From an optimization exercise on the open Yosys and OpenROAD flow, aimed at a short achievable clock period and few clock cycles per item; shortcuts taken in it are not production practice. Function was checked by simulation only, so behaviour that the tests miss may differ from the original. Power and IR drop assume default switching activity.

<file path="flow/design.v">
`default_nettype none
package isa_pkg;
  typedef logic [31:0] word_t;
  typedef logic [4:0]  regbits_t;
  typedef enum logic [5:0] {
    RTYPE = 6'h00,
    J     = 6'h02,
    BEQ   = 6'h04,
    BNE   = 6'h05,
    ADDIU = 6'h09,
    ORI   = 6'h0d,
    LUI   = 6'h0f,
    LW    = 6'h23,
    SW    = 6'h2b,
    HALT  = 6'h3f
  } opcode_t;
  typedef enum logic [5:0] {
    ADDU = 6'h21,
    SUBU = 6'h23,
    AND  = 6'h24,
    OR   = 6'h25,
    SLT  = 6'h2a
  } funct_t;
endpackage
`default_nettype wire
`timescale 1ns/1ps
`default_nettype none
module register_file (
  input  wire logic              CLK,
  input  wire logic              nRST,
  input  wire logic              wen_i,
  input  isa_pkg::regbits_t      wsel_i,     
  input  isa_pkg::word_t         wdat_i,
  input  wire logic [31:1]       rsel1_i,    
  input  wire logic [31:1]       rsel2_i,
  output isa_pkg::word_t         rdat1_o,
  output isa_pkg::word_t         rdat2_o
);
  isa_pkg::word_t regs [31:1];
  logic [31:1]    valid;
  always_ff @(posedge CLK, negedge nRST) begin
    if (!nRST) begin
      valid <= '0;
    end else begin
      for (int i = 1; i < 32; i++) begin
        if (wen_i && wsel_i == 5'(i)) valid[i] <= 1'b1;
      end
    end
  end
  always_ff @(posedge CLK) begin
    for (int i = 1; i < 32; i++) begin
      if (wen_i && wsel_i == 5'(i)) regs[i] <= wdat_i;
    end
  end
  always_comb begin
    rdat1_o = '0;
    rdat2_o = '0;
    for (int i = 1; i < 32; i++) begin
      rdat1_o = rdat1_o | ({32{rsel1_i[i] & valid[i]}} & regs[i]);
      rdat2_o = rdat2_o | ({32{rsel2_i[i] & valid[i]}} & regs[i]);
    end
  end
endmodule
`default_nettype wire
`timescale 1ns/1ps
`default_nettype none
module decode_unit (
  input  isa_pkg::word_t         instr_i,
  output isa_pkg::regbits_t      rs_o,       
  output isa_pkg::regbits_t      rt_o,       
  output isa_pkg::regbits_t      st_o,       
  output isa_pkg::regbits_t      wsel_o,     
  output logic                   a_zero_o,   
  output logic                   use_imm_o,
  output isa_pkg::word_t         imm32_o,
  output logic                   sub_o,
  output logic                   sel_add_o,
  output logic                   sel_and_o,
  output logic                   sel_or_o,
  output logic                   sel_slt_o,
  output logic                   dren_o,
  output logic                   dwen_o,
  output logic                   halt_o,
  output logic                   br_o,       
  output logic                   bne_o
);
  logic [5:0] op;
  logic [5:0] fn;
  logic       rtype_ok;
  assign op = instr_i[31:26];
  assign fn = instr_i[5:0];
  assign rtype_ok = (fn == isa_pkg::ADDU) || (fn == isa_pkg::SUBU) || (fn == isa_pkg::AND) ||
                    (fn == isa_pkg::OR) || (fn == isa_pkg::SLT);
  always_comb begin
    rs_o      = '0;
    rt_o      = '0;
    st_o      = '0;
    wsel_o    = '0;
    a_zero_o  = 1'b0;
    use_imm_o = 1'b0;
    imm32_o   = {{16{instr_i[15]}}, instr_i[15:0]};
    sub_o     = 1'b0;
    sel_add_o = 1'b0;
    sel_and_o = 1'b0;
    sel_or_o  = 1'b0;
    sel_slt_o = 1'b0;
    dren_o    = 1'b0;
    dwen_o    = 1'b0;
    halt_o    = 1'b0;
    br_o      = 1'b0;
    bne_o     = 1'b0;
    case (op)
      isa_pkg::RTYPE: begin
        if (rtype_ok) begin
          rs_o   = instr_i[25:21];
          rt_o   = instr_i[20:16];
          wsel_o = instr_i[15:11];
        end
        sel_add_o = (fn == isa_pkg::ADDU) || (fn == isa_pkg::SUBU);
        sub_o     = (fn == isa_pkg::SUBU) || (fn == isa_pkg::SLT);
        sel_and_o = (fn == isa_pkg::AND);
        sel_or_o  = (fn == isa_pkg::OR);
        sel_slt_o = (fn == isa_pkg::SLT);
      end
      isa_pkg::ADDIU, isa_pkg::LW: begin
        rs_o      = instr_i[25:21];
        wsel_o    = instr_i[20:16];
        use_imm_o = 1'b1;
        sel_add_o = 1'b1;
        dren_o    = (op == isa_pkg::LW);
      end
      isa_pkg::ORI: begin
        rs_o      = instr_i[25:21];
        wsel_o    = instr_i[20:16];
        use_imm_o = 1'b1;
        imm32_o   = {16'h0000, instr_i[15:0]};
        sel_or_o  = 1'b1;
      end
      isa_pkg::LUI: begin
        wsel_o    = instr_i[20:16];
        a_zero_o  = 1'b1;
        use_imm_o = 1'b1;
        imm32_o   = {instr_i[15:0], 16'h0000};
        sel_or_o  = 1'b1;
      end
      isa_pkg::SW: begin
        rs_o      = instr_i[25:21];
        st_o      = instr_i[20:16];
        use_imm_o = 1'b1;
        sel_add_o = 1'b1;
        dwen_o    = 1'b1;
      end
      isa_pkg::BEQ, isa_pkg::BNE: begin
        rs_o  = instr_i[25:21];
        rt_o  = instr_i[20:16];
        br_o  = (instr_i[9:0] != '0);
        bne_o = (op == isa_pkg::BNE);
      end
      isa_pkg::HALT: halt_o = 1'b1;
      default: ;
    endcase
  end
endmodule
`default_nettype wire
`timescale 1ns/1ps
`default_nettype none
module execute_stage (
  input  isa_pkg::word_t  a_i,
  input  isa_pkg::word_t  b_i,
  input  wire logic       sub_i,
  input  wire logic       sel_add_i,
  input  wire logic       sel_and_i,
  input  wire logic       sel_or_i,
  input  wire logic       sel_slt_i,
  output isa_pkg::word_t  result_o,
  output logic            equal_o
);
  isa_pkg::word_t sum;
  logic           b_sign;
  logic           slt;
  prefix_add #(.W(32), .L(6)) add (
    .a_i   (a_i),
    .b_i   (b_i),
    .cin_i (sub_i),
    .sum_o (sum)
  );
  assign b_sign = b_i[31] ^ sub_i;
  assign slt    = (a_i[31] ^ b_sign) ? a_i[31] : sum[31];
  assign result_o = ({32{sel_add_i}} & sum) |
                    ({32{sel_and_i}} & (a_i & b_i)) |
                    ({32{sel_or_i}}  & (a_i | b_i)) |
                    {31'd0, sel_slt_i & slt};
  assign equal_o = (a_i == b_i);
endmodule
`default_nettype wire
`default_nettype none
module prefix_add #(
  parameter int W = 32,
  parameter int L = 6        
) (
  input  wire logic [W-1:0] a_i,
  input  wire logic [W-1:0] b_i,
  input  wire logic         cin_i,
  output logic      [W-1:0] sum_o
);
  logic [W:0] g [0:L];
  logic [W:0] p [0:L];
  assign g[0] = {a_i & b_i, cin_i};
  assign p[0] = {a_i ^ b_i, 1'b0};
  for (genvar l = 0; l < L; l++) begin : g_level
    for (genvar i = 0; i <= W; i++) begin : g_pos
      if (i >= (1 << l)) begin : g_comb
        assign g[l+1][i] = g[l][i] | (p[l][i] & g[l][i-(1<<l)]);
        assign p[l+1][i] = p[l][i] & p[l][i-(1<<l)];
      end else begin : g_pass
        assign g[l+1][i] = g[l][i];
        assign p[l+1][i] = p[l][i];
      end
    end
  end
  assign sum_o = p[0][W:1] ^ g[L][W-1:0];
endmodule
`default_nettype wire
`timescale 1ns/1ps
`default_nettype none
module hazard_forward_unit (
  input  isa_pkg::regbits_t  rs_i,
  input  isa_pkg::regbits_t  rt_i,
  input  isa_pkg::regbits_t  st_i,
  input  isa_pkg::regbits_t  dx_wsel_i,    
  input  wire logic          dx_dren_i,
  output logic               fwd_a_o,      
  output logic               fwd_b_o,      
  output logic [1:0]         fwd_s_o,      
  output logic               stall_o
);
  logic a_x, b_x, s_x;
  assign a_x = (rs_i != '0) && (rs_i == dx_wsel_i);
  assign b_x = (rt_i != '0) && (rt_i == dx_wsel_i);
  assign s_x = (st_i != '0) && (st_i == dx_wsel_i);
  assign fwd_a_o = a_x;
  assign fwd_b_o = b_x;
  assign fwd_s_o = {s_x && dx_dren_i, s_x && !dx_dren_i};
  assign stall_o = dx_dren_i && (a_x || b_x);
endmodule
`default_nettype wire
`timescale 1ns/1ps
`default_nettype none
module datapath #(
  parameter isa_pkg::word_t PC_INIT = '0
) (
  input  wire logic           CLK,
  input  wire logic           nRST,
  output isa_pkg::word_t      imem_addr_o,
  input  isa_pkg::word_t      imem_load_i,
  input  wire logic           ihit_i,
  output logic                dmem_ren_o,
  output logic                dmem_wen_o,
  output isa_pkg::word_t      dmem_addr_o,
  output isa_pkg::word_t      dmem_store_o,
  input  isa_pkg::word_t      dmem_load_i,
  input  wire logic           dhit_i,
  output logic                halt_o
);
  localparam int BHT_BITS = 5;
  logic [9:0]               pc;
  logic                     fd_valid;
  logic                     dx_valid;
  isa_pkg::regbits_t        dx_wsel;
  logic                     dx_dren, dx_dwen, dx_halt, dx_br, dx_bne, dx_pred, dx_spred;
  logic                     dx_sub, dx_sel_add, dx_sel_and, dx_sel_or, dx_sel_slt;
  logic                     dx_fs;
  isa_pkg::regbits_t        xm_wsel;
  logic                     xm_dren, xm_dwen;
  logic [(1<<BHT_BITS)-1:0] bht_flip;
  isa_pkg::word_t           xm_addr, xm_store;
  isa_pkg::word_t           fd_instr;
  logic [31:1]              fd_rs_oh, fd_rt_oh;
  logic                     fd_pred, fd_spred;
  logic [9:0]               fd_pc4, fd_btgt;
  logic [BHT_BITS-1:0]      fd_bi;
  logic [9:0]               dx_alt;
  logic [BHT_BITS-1:0]      dx_bi;
  isa_pkg::word_t           dx_a, dx_b, dx_s;    
  isa_pkg::word_t           xm_alu;
  logic                     advance;
  isa_pkg::word_t           m_value;
  assign advance = ihit_i && (!(xm_dren || xm_dwen) || dhit_i) && !halt_o;
  logic [5:0]          f_op;
  logic                f_j, f_br, f_halt, f_spred, f_pred;
  logic [9:0]          f_pc4, f_btgt, f_next;
  logic [BHT_BITS-1:0] f_bi;
  logic [BHT_BITS-1:0] pc_bi;
  logic [31:1]         f_rs_oh, f_rt_oh;
  assign f_op   = imem_load_i[31:26];
  assign f_j    = (f_op == isa_pkg::J);
  assign f_br   = (f_op == isa_pkg::BEQ) || (f_op == isa_pkg::BNE);
  assign f_halt = (f_op == isa_pkg::HALT);
  assign f_pc4  = pc + 10'd1;
  prefix_add #(.W(10), .L(4)) btgt_add (
    .a_i   (pc),
    .b_i   (imem_load_i[9:0]),
    .cin_i (1'b1),
    .sum_o (f_btgt)
  );
  assign f_spred = imem_load_i[15] ||
                   ((f_op == isa_pkg::BNE) != (imem_load_i[25:21] == imem_load_i[20:16]));
  assign f_bi    = pc[BHT_BITS-1:0];
  logic f_eq, f_flip, f_t_beq, f_t_bne;
  assign f_eq    = (imem_load_i[25:21] == imem_load_i[20:16]);
  assign f_flip  = bht_flip[pc_bi];
  assign f_t_beq = f_flip ^ (imem_load_i[15] || f_eq);
  assign f_t_bne = f_flip ^ (imem_load_i[15] || !f_eq);
  assign f_pred  = ((f_op == isa_pkg::BEQ) && f_t_beq) || ((f_op == isa_pkg::BNE) && f_t_bne);
  assign f_next = ({10{f_halt}} & pc) | ({10{f_j}} & imem_load_i[9:0]) |
                  ({10{f_pred}} & f_btgt) | ({10{!(f_halt || f_j || f_pred)}} & f_pc4);
  always_comb begin
    for (int i = 1; i < 32; i++) begin
      f_rs_oh[i] = (imem_load_i[25:21] == 5'(i));
      f_rt_oh[i] = (imem_load_i[20:16] == 5'(i));
    end
  end
  assign imem_addr_o = {20'd0, pc, 2'b00};
  isa_pkg::regbits_t d_rs, d_rt, d_st, d_wsel;
  logic              d_a_zero, d_use_imm, d_sub, d_sel_add, d_sel_and, d_sel_or, d_sel_slt;
  logic              d_dren, d_dwen, d_halt, d_br, d_bne;
  isa_pkg::word_t    d_imm, rdat1, rdat2, d_a, d_b, d_s;
  logic              d_fa, d_fb;
  logic [1:0]        d_fs;
  logic              stall, wt1, wt2;
  decode_unit du (
    .instr_i   (fd_instr),
    .rs_o      (d_rs),
    .rt_o      (d_rt),
    .st_o      (d_st),
    .wsel_o    (d_wsel),
    .a_zero_o  (d_a_zero),
    .use_imm_o (d_use_imm),
    .imm32_o   (d_imm),
    .sub_o     (d_sub),
    .sel_add_o (d_sel_add),
    .sel_and_o (d_sel_and),
    .sel_or_o  (d_sel_or),
    .sel_slt_o (d_sel_slt),
    .dren_o    (d_dren),
    .dwen_o    (d_dwen),
    .halt_o    (d_halt),
    .br_o      (d_br),
    .bne_o     (d_bne)
  );
  register_file rf (
    .CLK     (CLK),
    .nRST    (nRST),
    .wen_i   (!xm_dren || dhit_i),
    .wsel_i  (xm_wsel),
    .wdat_i  (m_value),
    .rsel1_i (fd_rs_oh),
    .rsel2_i (fd_rt_oh),
    .rdat1_o (rdat1),
    .rdat2_o (rdat2)
  );
  assign m_value = xm_dren ? dmem_load_i : xm_alu;
  assign wt1 = (xm_wsel != '0) && (xm_wsel == fd_instr[25:21]);
  assign wt2 = (xm_wsel != '0) && (xm_wsel == fd_instr[20:16]);
  logic sa_rf, sa_alu, sa_ld, sb_rf, sb_alu, sb_ld, ss_rf, ss_alu, ss_ld;
  assign sa_rf  = !d_a_zero && !wt1;
  assign sa_alu = !d_a_zero && wt1 && !xm_dren;
  assign sa_ld  = !d_a_zero && wt1 && xm_dren;
  assign sb_rf  = !d_use_imm && !wt2;
  assign sb_alu = !d_use_imm && wt2 && !xm_dren;
  assign sb_ld  = !d_use_imm && wt2 && xm_dren;
  assign ss_rf  = !wt2;
  assign ss_alu = wt2 && !xm_dren;
  assign ss_ld  = wt2 && xm_dren;
  assign d_a = ({32{sa_rf}} & rdat1) | ({32{sa_alu}} & xm_alu) | ({32{sa_ld}} & dmem_load_i);
  assign d_s = ({32{ss_rf}} & rdat2) | ({32{ss_alu}} & xm_alu) | ({32{ss_ld}} & dmem_load_i);
  assign d_b = ({32{sb_rf}} & rdat2) | ({32{sb_alu}} & xm_alu) | ({32{sb_ld}} & dmem_load_i) |
               ({32{d_use_imm}} & d_imm);
  hazard_forward_unit hfu (
    .rs_i      (d_rs),
    .rt_i      (d_rt),
    .st_i      (d_st),
    .dx_wsel_i (dx_valid ? dx_wsel : 5'd0),
    .dx_dren_i (dx_valid && dx_dren),
    .fwd_a_o   (d_fa),
    .fwd_b_o   (d_fb),
    .fwd_s_o   (d_fs),
    .stall_o   (stall)
  );
  isa_pkg::word_t e_s, e_result;
  logic           e_equal, e_taken, mispredict, e_halt;
  assign e_s = dx_fs ? dmem_load_i : dx_s;
  execute_stage ex (
    .a_i       (dx_a),
    .b_i       (dx_b),
    .sub_i     (dx_sub),
    .sel_add_i (dx_sel_add),
    .sel_and_i (dx_sel_and),
    .sel_or_i  (dx_sel_or),
    .sel_slt_i (dx_sel_slt),
    .result_o  (e_result),
    .equal_o   (e_equal)
  );
  assign e_taken    = e_equal ^ dx_bne;
  assign mispredict = dx_valid && dx_br && (e_taken != dx_pred);
  assign e_halt     = dx_valid && dx_halt;
  always_ff @(posedge CLK, negedge nRST) begin
    if (!nRST) begin
      pc         <= PC_INIT[11:2];
      fd_valid   <= 1'b0;
      dx_valid   <= 1'b0;
      dx_wsel    <= '0;
      dx_dren    <= 1'b0;
      dx_dwen    <= 1'b0;
      dx_halt    <= 1'b0;
      dx_br      <= 1'b0;
      dx_bne     <= 1'b0;
      dx_pred    <= 1'b0;
      dx_spred   <= 1'b0;
      dx_sub     <= 1'b0;
      dx_sel_add <= 1'b0;
      dx_sel_and <= 1'b0;
      dx_sel_or  <= 1'b0;
      dx_sel_slt <= 1'b0;
      dx_fs      <= 1'b0;
      xm_wsel    <= '0;
      xm_dren    <= 1'b0;
      xm_dwen    <= 1'b0;
    end else if (advance) begin
      xm_wsel <= dx_valid ? dx_wsel : 5'd0;
      xm_dren <= dx_valid && dx_dren;
      xm_dwen <= dx_valid && dx_dwen;
      dx_valid   <= fd_valid && !(mispredict || e_halt || stall);
      dx_wsel    <= d_wsel;
      dx_dren    <= d_dren;
      dx_dwen    <= d_dwen;
      dx_halt    <= d_halt;
      dx_br      <= d_br;
      dx_bne     <= d_bne;
      dx_pred    <= fd_pred;
      dx_spred   <= fd_spred;
      dx_sub     <= d_sub;
      dx_sel_add <= d_sel_add;
      dx_sel_and <= d_sel_and;
      dx_sel_or  <= d_sel_or;
      dx_sel_slt <= d_sel_slt;
      dx_fs      <= d_fs[1];
      if (mispredict) pc <= dx_alt;
      else if (!stall) pc <= f_next;
      if (mispredict) fd_valid <= 1'b0;
      else if (!stall) fd_valid <= 1'b1;
    end
  end
  always_ff @(posedge CLK) begin
    if (advance) begin
      xm_alu   <= e_result;
      dx_alt   <= fd_pred ? fd_pc4 : fd_btgt;
      dx_bi    <= fd_bi;
      dx_a     <= d_fa ? e_result : d_a;
      dx_b     <= (!d_use_imm && d_fb) ? (e_result ^ {32{d_sub}}) : (d_b ^ {32{d_sub}});
      dx_s     <= d_fs[0] ? e_result : d_s;
      if (!stall) begin
        fd_instr <= imem_load_i;
        fd_rs_oh <= f_rs_oh;
        fd_rt_oh <= f_rt_oh;
        fd_pred  <= f_pred;
        fd_spred <= f_spred;
        fd_pc4   <= f_pc4;
        fd_btgt  <= f_btgt;
        fd_bi    <= f_bi;
      end
    end
  end
  always_ff @(posedge CLK, negedge nRST) begin
    if (!nRST) begin
      pc_bi <= '1;
    end else if (advance) begin
      if (mispredict) pc_bi <= dx_alt[BHT_BITS-1:0];
      else if (!stall) pc_bi <= f_next[BHT_BITS-1:0];
    end
  end
  always_ff @(posedge CLK, negedge nRST) begin
    if (!nRST) begin
      bht_flip <= '0;
    end else if (advance && dx_valid && dx_br) begin
      bht_flip[dx_bi] <= e_taken ^ dx_spred;
    end
  end
  always_ff @(posedge CLK, negedge nRST) begin
    if (!nRST) begin
      xm_addr  <= '0;
      xm_store <= '0;
    end else if (advance) begin
      xm_addr  <= e_result;
      xm_store <= e_s;
    end
  end
  always_ff @(posedge CLK, negedge nRST) begin
    if (!nRST) begin
      halt_o <= 1'b0;
    end else if (advance && e_halt) begin
      halt_o <= 1'b1;
    end
  end
  assign dmem_ren_o   = xm_dren;
  assign dmem_wen_o   = xm_dwen;
  assign dmem_addr_o  = xm_addr;
  assign dmem_store_o = xm_store;
endmodule
`default_nettype wire
</file>
<file path="flow/flow/run.sh">
#!/bin/bash
set -euo pipefail
cd "$(dirname "$0")/.."
bash standard.sh SETUP_SLACK_MARGIN=6.0 ABC_CLOCK_PERIOD_IN_PS=2800 \
  "BUFFER_PORTS_ARGS=-buffer_cell sky130_fd_sc_hd__buf_4" finish > make_finish.log 2>&1
</file>
<file path="flow/standard.sh">
#!/bin/bash
# synth_recipe.tcl (not shown) runs the flow's synth.tcl, then flattens the netlist and writes it again
# the make line also repeats each setting of config.mk as NAME=value (left out here)
make -C /OpenROAD-flow-scripts/flow DESIGN_CONFIG=/design/flow/config.mk WORK_HOME=/design/flow/orfs CLKGATE_MAP_FILE= SYNTH_SCRIPT=/design/flow/synth_recipe.tcl "${@:-finish}"
</file>
<file path="flow/config.mk">
export PLATFORM = sky130hd
export DESIGN_NAME = datapath
export DESIGN_NICKNAME = datapath
export VERILOG_FILES = /design/flow/design.v
export SDC_FILE = /design/flow/constraint.sdc
export NUM_CORES = 4
export LEC_CHECK = 0
export CAP_MARGIN = 20
export CORE_MARGIN = 2
export CORE_UTILIZATION = 50
export PLACE_DENSITY = 0.6
export SLEW_MARGIN = 20
export TNS_END_PERCENT = 100
</file>
<file path="flow/constraint.sdc">
create_clock -name core_clock -period 9.0 [get_ports {CLK}]
set_input_delay 1.8000 -clock core_clock [delete_from_list [all_inputs] [get_ports {CLK}]]
set_output_delay 1.8000 -clock core_clock [all_outputs]
set_load 0.01 [all_outputs]
</file>
==> reports/metrics.yaml, run 1 <==
crit_path_cell_trace: "and2_4, buf_4, a22o_1, a221oi_1, nand4_1, nor3_1, a31oi_1, a22oi_1, a22oi_1, xnor2_1"
area_occupied_by_multi_input_gates_sq_um: 23100
yosys_warnings: 10
hold_viol_final: 0
max-cap-violations: 0
postRouteAntennaNets: 0
area_of_the_core_sq_um: 127000
routed_wirelength_mm: 294
drc: 0
clock_tree.htree_level_count: 4
num-nets-final: 5256
worst_path_dominant_cell_family: "compound AO/OA/AOI/OAI gates"
core.rowCount: 131
startpoint_type: "register"
timing.clock.skew_ns: 0.0350
avgRoutedWirePerCell_microns: 42.5
ctsRootBufferMaster: "clkbuf_16"
share_of_final_layout_standard_cells_stronger_than_drive_strength_1_pct: 26.8
path_buf_inv: 1
synth_flop_cell: "edfxtp_1"
tightest_slew_ns: 1.21
num_io_pins: 167
number_of_enable_flip_flop_cells_after_synthesis: 1256
setup_viol: 0
clock_tree.buffer_depth: 3
vias_in_the_first_global_route: 48900
total_power_mw: 18.2
place.port_buffers: 144
post_drt_via_cell_ratio: 7.73
grt_max_degree: 117
grt_antenna_before_repair: 3
period_minus_slack_ns: 3.37
detail_route.iter0.violations: 12400
report.final.slew_viol_count: 0
die_area_sq_um: 130000
routabilityCongestion: 0.967
post-place-ws_ns: 4.31
setup_crit_end_kind: "register"
dp_hpwl_mm: 154
clk_latency_ns: 0.81
status: "complete, no violations"
final.fill_count: 9512
final_common_cell: "edfxtp_1"
layout.core_utilization_pct: 62.0
placed_cells_incl_taps: 6319
fp.dieW_microns: 361
syn_area_sq_um: 63800
reg2reg_slack_ns: 5.63
hold_path.class: "register to register"
setup_total_negative_slack_ns: 0
postSynth.asyncResetShare_pct: 11.9
final-seq-area_sq_um: 42000
critPathMaxFanout: 17
worst_setup_hold_path_clk_slew_ns: 0.06
slew-limit-headroom_pct: 19.2
clkSinkCount: 1426
crit_top_cell: "a22oi_1"
vias: 53400
final_cell_count_no_fill: 6904
cpPeakStageDelay_ns: 0.77
synth.ff_latch_count: 1426
unique_cell_type_count_in_the_yosys_netlist: 77
timing_worst_setup_path_type: "register to register"
syn_inst: 4761
grt_setup_unrepaired: "true"
cp.arrival_ns: 3.93
global_route.usage.total_pct: 43.2
timing.final.crit_share_pct: 37.4
power.ir.vdd_worst_mv: 0.219
worst-endpoint-required_ns: 9.56
fin_hold_ws_ns: 0.427
initial_utilization_pct: 50.2
avg_inst_size_synth_sq_um: 13.4
place_area_sq_um: 67200
grt_overflow: 0
fmaxAchievable_mhz: 297
final.setup.worst_slack_ns: 5.63
power_per_cell_area_nw_per_um2: 231
area_delta_synth_final_pct: 23.4
numCtsBuffers: 152
drtPass1Iterations: 13
tritoncts: "yes"
leakage_nw: 27.8
final_cell_area_sq_um: 78700
layout_common_cells: "edfxtp_1, a22oi_1, a22o_1"
grt_first_pass_wirelength_mm: 390
timing.critical_path.slowest_stage_cell: "a31oi_1"
synth-seq-area-share_pct: 65.8
die_span_y_microns: 361
[per-layer routing]
metal  vias to the layer above  routed length, microns  GRT usage, %
li1                      19800                       -             -
met1                     26100                   96300          53.2
met2                      5765                  121000          62.0
met3                      1667                   48700          18.0
met4                         6                   26900          28.7
met5                         -                     195         0.962
[Yosys cell counts (9+ instances only)]
library cell     n  area share (%)
o221ai_1        12            0.16
nor3_1          73            0.57
or4_1           18            0.21
o21ai_1         11           0.086
nor2_1         218             1.3
and3_1          25            0.25
o21ai_0        136             1.1
a221oi_1       272             3.7
buf_1           42            0.25
a211oi_1        16            0.19
mux2i_1         44            0.69
or3_1            9           0.088
nand3_1        172             1.3
nand3b_1        10            0.12
o211ai_1         9            0.11
or2_2           39            0.38
ha_1            79             1.5
o21a_1          15            0.18
nor4_1          14            0.14
mux2_2          69             1.2
a21o_1          24            0.28
nand2b_1        27            0.26
a222oi_1        65             1.0
and2_1          69            0.68
clkbuf_1       326             1.9
a21oi_1         91            0.71
mux4_2          10            0.35
nand4_1         90            0.88
inv_1           99            0.58
a22oi_1        400             4.7
buf_4           26            0.31
a31oi_1         44            0.43
a22o_1         294             4.0
dfrtp_1        165             6.5
nand2_1        289             1.7
xnor2_1         61            0.84
edfxtp_1      1256              59
xor2_1          39            0.54
[power breakdown]
part / switching, mW / internal, mW
combinational: 2.25 / 1.39
clock: 2.72 / 3.80
sequential: 0.239 / 7.79
[final timing paths]
kind,start,endpoint,cells past startpoint
worst max-delay path,fd_rt_oh[15],dx_b[26],10
worst min-delay path,fd_bi[3],dx_bi[3],0
worst max register to register,fd_rt_oh[15],dx_b[26],10
worst min register to register,fd_bi[3],dx_bi[3],0
max in group asynchronous,nRST,pc[3],2
min in group asynchronous,nRST,xm_addr[28],1
[registers in the layout, summed over array words and instances (netlist names), 32 cells and up]
register	cells
xm_addr	32
xm_store	32
bht_flip	32
dx_b	32
rf.regs	992
fd_instr	32
dx_a	32
xm_alu	32
dx_s	32
[cell families after synthesis]
family	Yosys count	synth area share [%]
xor gates and xnor gates	100	1.37
other	1	0.00588
DFF	1426	65.8
and+or+nand+nor	1077	8.25
adders and majority gates	80	1.58
muxes	123	2.26
buffers and inverters	498	3.09
AOI/OAI and AO/OA	1456	17.7
[worst register-to-register path: cells and delay by family, from the launching register on]
kind            cells  cell delay (ns)
compound gates      5             1.43
flops               1             0.38
buf+inv             1             0.56
simple gates        3             0.70
xor+xnor            1             0.08
[what timing repair did]
action / in CTS / in global routing
gates cloned: 13 / 27
endpoints found under the setup margin: 724 / 567
hold buffers: 0 / 0
gates resized for setup: 533 / 277
pin swaps: 127 / 104
setup buffers: 169 / 87
[cell type report]
cell class	instances	area share, %
antenna	8	0.0254
clock buffer	191	5.19
clock inverter	89	1.26
inverter	101	0.520
multi-input combinational	2864	29.3
sequential	1426	53.4
tap	1662	2.64
timing repair buffer	563	7.72
Testbench counts, summed over its fixed seeds: cycles 118,958, instrs 113,530.
==> run 2, diff against run 1 <==
--- a/flow/design.v
+++ b/flow/design.v
@@ -232,6 +232,5 @@
   output logic               fwd_a_o,      
   output logic               fwd_b_o,      
-  output logic [1:0]         fwd_s_o,      
-  output logic               stall_o
+  output logic [1:0]         fwd_s_o       
 );
   logic a_x, b_x, s_x;
@@ -242,5 +241,4 @@
   assign fwd_b_o = b_x;
   assign fwd_s_o = {s_x && dx_dren_i, s_x && !dx_dren_i};
-  assign stall_o = dx_dren_i && (a_x || b_x);
 endmodule
 `default_nettype wire
@@ -266,4 +264,5 @@
   logic [9:0]               pc;
   logic                     fd_valid;
+  logic                     fd_ldhaz;
   logic                     dx_valid;
   isa_pkg::regbits_t        dx_wsel;
@@ -385,7 +384,31 @@
     .fwd_a_o   (d_fa),
     .fwd_b_o   (d_fb),
-    .fwd_s_o   (d_fs),
-    .stall_o   (stall)
+    .fwd_s_o   (d_fs)
   );
+  isa_pkg::regbits_t f_rs, f_rt;
+  logic              f_ldhaz;
+  decode_unit fdu (
+    .instr_i   (imem_load_i),
+    .rs_o      (f_rs),
+    .rt_o      (f_rt),
+    .st_o      (),
+    .wsel_o    (),
+    .a_zero_o  (),
+    .use_imm_o (),
+    .imm32_o   (),
+    .sub_o     (),
+    .sel_add_o (),
+    .sel_and_o (),
+    .sel_or_o  (),
+    .sel_slt_o (),
+    .dren_o    (),
+    .dwen_o    (),
+    .halt_o    (),
+    .br_o      (),
+    .bne_o     ()
+  );
+  assign f_ldhaz = fd_valid && d_dren && (d_wsel != '0) &&
+                   ((f_rs == d_wsel) || (f_rt == d_wsel));
+  assign stall = fd_valid && fd_ldhaz && dx_valid;
   isa_pkg::word_t e_s, e_result;
   logic           e_equal, e_taken, mispredict, e_halt;
@@ -409,4 +432,5 @@
       pc         <= PC_INIT[11:2];
       fd_valid   <= 1'b0;
+      fd_ldhaz   <= 1'b0;
       dx_valid   <= 1'b0;
       dx_wsel    <= '0;
@@ -450,4 +474,5 @@
       if (mispredict) fd_valid <= 1'b0;
       else if (!stall) fd_valid <= 1'b1;
+      fd_ldhaz <= !stall && f_ldhaz;
     end
   end
==> run 2 against run 1 <==
Compared with the run above:
- first-iteration DRC count decreased by 8.2%
- cell area decreased by 0.77%
- total power increased by 23%
- die area increased by 0.94%
- fmax increased by 4.9%
- largest cell class unchanged
- clock power decreased by 3%
- sequential power increased by 12%
- clock-buffer cell count increased by 11
- non-clock buffer count decreased by 54
- largest power group unchanged
- hold slack got worse by 0.011 ns
- flip-flop and latch count increased by 1
- synthesized area increased by 0.95%
==> reports/metrics.yaml, run 2 <==
status: "complete, no violations"
grt_first_pass_wirelength_mm: 387
power_per_cell_area_nw_per_um2: 286
largest_register_ff_count: 992
synth_area_leaders: "edfxtp_1, dfrtp_1, a22oi_1, a221oi_1, a22o_1"
numCtsBuffers: 151
leakage_nw: 27.2
clkSinkCount: 1427
worst_path_dominant_cell_family: "flip-flops"
grt_max_degree: 102
report.final.slew_viol_count: 0
clock_tree.htree_level_count: 4
timing_worst_setup_path_type: "register to output pin"
slew-limit-headroom_pct: 23.4
worst-endpoint-required_ns: 7.20
vias: 53900
grt_overflow: 0
clk_latency_ns: 0.82
layout_common_cells: "edfxtp_1, a22oi_1, buf_4"
grt_setup_unrepaired: "true"
syn_inst: 4811
postSynth.asyncResetShare_pct: 12.0
ctsRootBufferMaster: "clkbuf_16"
detail_route.iter0.violations: 11400
path_buf_inv: 1
share_of_final_layout_standard_cells_stronger_than_drive_strength_1_pct: 24.3
max-cap-violations: 0
synthTopCellsByCount: "edfxtp_1, a22oi_1, clkbuf_1, a221oi_1, a22o_1"
routed_wirelength_mm: 296
clock_tree.buffer_depth: 3
avgRoutedWirePerCell_microns: 42.9
final-seq-area_sq_um: 42000
hold_viol_final: 0
worst_setup_hold_path_clk_slew_ns: 0.06
critPathMaxFanout: 2
setup_viol: 0
postRouteAntennaNets: 0
synth_flop_cell: "edfxtp_1"
fmaxAchievable_mhz: 312
route.met2.wl_mm: 119
timing.reg2reg.worst_path_depth: 9
number_of_enable_flip_flop_cells_after_synthesis: 1256
synth_area_leader_cell: "edfxtp_1"
tightest_slew_ns: 1.15
die_span_y_microns: 363
dp_hpwl_mm: 147
die_area_sq_um: 132000
cp.arrival_ns: 1.41
power.ir.vdd_worst_mv: 0.203
area_occupied_by_multi_input_gates_sq_um: 23000
detailroute.wirelength.met3_mm: 52.7
timing.clock.skew_ns: 0.0360
timing.hold.worst_path_depth: 0
yosysTopAreaCellShare_pct: 58.6
num-nets-final: 5255
num_io_pins: 167
hold_path.class: "register to register"
crit_path_cell_trace: "buf_6"
initial_utilization_pct: 50.4
global_route.usage.total_pct: 42.8
critical_path.reg2reg.startpoint: "fd_instr[29]"
drtPass1Iterations: 11
period_minus_slack_ns: 3.21
synth-seq-area-share_pct: 65.2
reg2reg_slack_ns: 5.84
vias_in_the_first_global_route: 47800
unique_cell_type_count_in_the_yosys_netlist: 82
worst_hold_path.endpoint: "dx_bi[1]"
layout.core_utilization_pct: 61.2
dr.max_layer_used: "met5"
cpPeakStageDelay_ns: 0.46
setup_crit_end_kind: "output pin"
avg_inst_size_synth_sq_um: 13.4
timing.critical_path.slowest_stage_cell: "dfrtp_2"
setup_total_negative_slack_ns: 0
fp.dieW_microns: 363
syn_area_sq_um: 64400
tritoncts: "yes"
area_delta_synth_final_pct: 21.3
area_of_the_core_sq_um: 128000
hp-start: "fd_bi[1]"
yosys.cell_count.top_type: "edfxtp_1"
endpoint_of_the_worst_register_to_register_path: "dx_a[25]"
grt_antenna_before_repair: 10
core.rowCount: 131
startpoint_type: "register"
final.fill_count: 9654
hold_bufs_at_cts: 0
drc: 0
post_drt_via_cell_ratio: 7.79
synth.ff_latch_count: 1427
timing.final.crit_share_pct: 35.6
top_register: "rf.regs"
m1WireLength_mm: 98.1
final_common_cell: "edfxtp_1"
yosys_warnings: 10
place.port_buffers: 144
routabilityCongestion: 0.931
-- run 2: cell type report --
cell class | instances | area share (%)
sequential | 1427 | 53.8
antenna | 18 | 0.0576
clock buffer | 202 | 5.42
timing repair buffer | 509 | 7.00
tap | 1662 | 2.66
inverter | 117 | 0.612
multi-input combinational | 2899 | 29.5
clock inverter | 77 | 0.953
timing repair inverter | 3 | 0.0224
-- run 2: repair_timing --
| action | CTS | global route |
|---|---|---|
| pin swaps | 91 | 112 |
| cloned | 14 | 15 |
| setup endpoints to repair | 1116 | 950 |
| setup buffers | 107 | 127 |
| gates resized for setup | 507 | 278 |
-- run 2: through the flow --
step	power [mW]	setup slack, ns	cells	hold WS [ns]	instance area (sq um)
6_report	22.3	5.79	6914	0.416	78100
5_1_grt	22.9	5.75	6898	0.432	78100
4_1_cts	21.2	5.76	6754	0.418	75500
3_5_place_dp	14.1	4.40	6354	0.417	67400
3_3_place_gp	14.0	4.43	6354	0.403	67400
2_1_floorplan	11.8	3.66	4832	0.400	64700
-- run 2: report_power, final --
| group | switching [mW] | internal [mW] |
|---|---|---|
| registers | 0.439 | 8.56 |
| clock network | 2.70 | 3.65 |
| logic | 4.38 | 2.61 |
| total | 7.52 | 14.8 |
-- run 2: logic make-up (layout without fill, tap and decap cells) --
kind of cell             Yosys count  after routing  synth area share, %
AO/OA/AOI/OAI                   1476           1476                 17.6
XOR/XNOR                         100            100                 1.36
adder cells (fa/ha/maj)           79             79                 1.55
buffers and inverters            513            908                 3.16
flip-flops                      1427           1427                 65.2
multiplexers                     167            167                 2.91
other                              1             40              0.00582
AND/OR/NAND/NOR                 1048           1055                 8.22
-- run 2: worst max path at each step --
stage / from / to / slack [ns] / cells past startpoint
2_1_floorplan: ihit_i / pc_bi[4] / 3.66 / 10
3_3_place_gp: ihit_i / xm_alu[5] / 4.43 / 6
3_5_place_dp: ihit_i / fd_rt_oh[9] / 4.40 / 7
4_1_cts: pc[3] / imem_addr_o[5] / 5.76 / 1
5_1_grt: pc_bi[0] / pc[6] / 5.75 / 10
6_report: pc[3] / imem_addr_o[5] / 5.79 / 1
-- run 2: metal layers --
metal | global-route usage (%) | vias up
met4 | 27.3 | 9
met3 | 20.4 | 1724
li1 | - | 20000
met2 | 59.3 | 5900
met5 | 2.43 | -
met1 | 53.2 | 26200
Testbench counts of run 2, summed over its fixed seeds: cycles 118,958, instrs 113,530.
==> run 3, diff against run 2 <==
--- a/flow/config.mk
+++ b/flow/config.mk
@@ -8,6 +8,6 @@
 export CAP_MARGIN = 20
 export CORE_MARGIN = 2
-export CORE_UTILIZATION = 50
-export PLACE_DENSITY = 0.6
+export CORE_UTILIZATION = 45
+export PLACE_DENSITY = 0.55
 export SLEW_MARGIN = 20
 export TNS_END_PERCENT = 100
==> run 3 against run 2 <==
Compared with the run above:
- combinational power up 2%
- clock power increased by 3%
- synthesized area unchanged
- non-clock buffer count up 29
- largest cell class unchanged
- total power up 1.5%
- critical path depth rose by 1
- first-iteration DRC count up 4.1%
- largest power group unchanged
- synthesized cell count did not move
- final cell count up 4.1%
- hold slack improved by 0.0053 ns
==> reports/metrics.yaml, run 3 <==
setup_viol: 0
synthTopCellsByCount: "edfxtp_1, a22oi_1, clkbuf_1, a221oi_1, a22o_1"
worst_hold_path.endpoint: "dx_bi[4]"
initial_utilization_pct: 45.4
cp.arrival_ns: 1.56
period_minus_slack_ns: 3.36
ctsRootBufferMaster: "clkbuf_16"
worst_path_dominant_cell_family: "flip-flops"
cpPeakStageDelay_ns: 0.50
fin_hold_ws_ns: 0.421
yosys_warnings: 10
area_delta_synth_final_pct: 22.9
timing.clock.skew_ns: 0.0409
syn_inst: 4811
fp.dieW_microns: 382
total_power_mw: 22.7
global_route.usage.total_pct: 40.5
hp-start: "fd_bi[4]"
place_area_sq_um: 67700
synth_fa_ha_area_share_pct: 1.55
timing.final.crit_share_pct: 37.3
clock_tree.htree_level_count: 4
timing.critical_path.slowest_stage_cell: "dfrtp_4"
routabilityCongestion: 0.930
grt_overflow: 0
unique_cell_type_count_in_the_yosys_netlist: 82
synth.ff_latch_count: 1427
routed_wirelength_mm: 312
post_drt_via_cell_ratio: 7.52
number_of_enable_flip_flop_cells_after_synthesis: 1256
clkSinkCount: 1427
synth-xor-area-share_pct: 1.36
grt_max_degree: 134
timing.reg2reg.worst_path_depth: 10
avgRoutedWirePerCell_microns: 43.4
grt_antenna_before_repair: 20
area_of_the_core_sq_um: 142000
postRouteAntennaNets: 0
top_register: "rf.regs"
drtPass1Iterations: 10
slew-limit-headroom_pct: 21.2
clk_latency_ns: 0.83
hold_bufs_at_cts: 0
postSynth.asyncResetShare_pct: 12.0
status: "complete, no violations"
reg2reg_slack_ns: 5.79
dp_hpwl_mm: 155
hold_path.class: "register to register"
worst-endpoint-required_ns: 7.20
combinational_family_with_the_most_area_after_synthesis: "compound AO/OA/AOI/OAI gates"
synth_mux_area_share_pct: 2.91
synth-seq-area-share_pct: 65.2
vias: 54100
yosys.cell_count.top_type: "edfxtp_1"
power.ir.vdd_worst_mv: 0.221
die_area_sq_um: 146000
tritoncts: "yes"
die_span_y_microns: 382
critical_path.reg2reg.startpoint: "pc_bi[0]"
fmaxAchievable_mhz: 298
numCtsBuffers: 154
max-cap-violations: 0
compound_cell_area_share_of_the_yosys_netlist_pct: 17.6
num-nets-final: 5285
startpoint_type: "register"
worst_setup_hold_path_clk_slew_ns: 0.06
setup_crit_end_kind: "output pin"
post_synth_and_or_nand_nor_area_fraction_pct: 8.22
num_io_pins: 167
final_cell_area_sq_um: 79200
power_per_cell_area_nw_per_um2: 287
synth_area_leaders: "edfxtp_1, dfrtp_1, a22oi_1, a221oi_1, a22o_1"
layout_common_cells: "edfxtp_1, a22oi_1, buf_4"
setup_total_negative_slack_ns: 0
syn_area_sq_um: 64400
grt_setup_unrepaired: "true"
final_common_cell: "edfxtp_1"
share_of_final_layout_standard_cells_stronger_than_drive_strength_1_pct: 25.4
critPathMaxFanout: 3
hold_viol_final: 0
largest_register_ff_count: 992
place.port_buffers: 144
timing.hold.worst_path_depth: 0
avg_inst_size_synth_sq_um: 13.4
timing_worst_setup_path_type: "register to output pin"
vias_in_the_first_global_route: 48700
grt_first_pass_wirelength_mm: 407
endpoint_of_the_worst_register_to_register_path: "pc[9]"
synth_flop_cell: "edfxtp_1"
yosysTopAreaCellShare_pct: 58.6
leakage_nw: 27.4
detail_route.iter0.violations: 11800
drc: 0
clock_tree.buffer_depth: 3
tightest_slew_ns: 1.18
core.rowCount: 138
crit_path_cell_trace: "buf_12, buf_8"
synth_area_leader_cell: "edfxtp_1"
path_buf_inv: 2
report.final.slew_viol_count: 0
[run 3: worst max-delay path by stage]
stage | from | to | cells after the start
after floorplan | ihit_i | pc_bi[4] | 10
after global placement | ihit_i | pc[8] | 11
after detailed placement | ihit_i | pc[6] | 11
after CTS | xm_dren | dmem_ren_o | 2
after global routing | xm_dren | dmem_ren_o | 2
final | xm_dren | dmem_ren_o | 2
[run 3: through the flow]
stage                     setup WS, ns  util, %  instances
after floorplan                   3.66        -       4832
after global placement            4.22     47.7       6583
after detailed placement          4.19     47.7       6583
after CTS                         5.44     53.9       7021
after global routing              5.61     55.8       7162
final                             5.64     55.8       7195
[run 3: final cells by class]
type / instances / area [sq um]
Clock inverter: 90 / 938
Inverter: 117 / 467
Sequential cell: 1427 / 42000
Fill cell: 11500 / 62600
Antenna cell: 38 / 95.1
Timing Repair Buffer: 538 / 5800
Clock buffer: 195 / 4180
Multi-Input combinational cell: 2900 / 23300
Tap cell: 1890 / 2360
[run 3: cell families after synthesis]
logic type	count (synthesis)
AO/OA/AOI/OAI	1476
XOR/XNOR	100
other	1
flip-flops	1427
multiplexers	167
AND/OR/NAND/NOR	1048
buffers and inverters	513
adder cells (fa/ha/maj)	79
[run 3: power by group]
group | internal [mW] | leakage, nW | switching, mW
Clock | 3.74 | 2.47 | 2.78
Sequential | 8.56 | 13.7 | 0.444
Combinational | 2.68 | 11.3 | 4.49
Total | 15.0 | 27.4 | 7.71
[run 3: routing by layer]
| layer | up-vias | GRT usage [%] | routed length (microns) | share of wire [%] |
|---|---|---|---|---|
| met5 | - | 2.55 | 696 | 0.22 |
| met4 | 16 | 26.4 | 27100 | 8.7 |
| met3 | 1629 | 18.7 | 51900 | 17 |
| met2 | 5831 | 56.7 | 126000 | 40 |
| met1 | 26500 | 50.0 | 106000 | 34 |
| li1 | 20100 | - | - | - |
[run 3: what timing repair did]
item / 4_1_cts / 5_1_grt
pin swaps: 95 / 131
cloned: 16 / 14
gates resized for setup: 522 / 301
setup buffers: 137 / 121
endpoints found under the setup margin: 970 / 600

## port drivers added, routing unchanged
No port has a modelled driver above. Below, the same layouts with a new extraction and two added sets of constraints.
Step 1 sets driving cells, clkbuf_16 on the clock port and buf_2 on the other inputs (assumed; they add their load-dependent delay and slew).
Step 2, shift: input delay + t, output delay - t, t = (earliest + latest rising clock arrival at the registers) / 2. This alone moves slack from input paths to output paths.
a / b / c = ideal ports / drivers / drivers and shift; a / b = the first two.
| run | t (ns) | setup slack, ns | pins driven straight from the clock port |
|---|---|---|---|
| run 1 | 0.873 | 5.634 / 5.588 / 4.912 | 1 |
| run 2 | 0.879 | 5.792 / 5.715 / 5.034 | 1 |
| run 3 | 0.877 | 5.642 / 5.563 / 4.968 | 1 |
After both steps setup and hold are still met in every run listed. The setup slack of run 2, which loses most, moves by -0.077 ns with the drivers and by -0.758 ns with both steps.
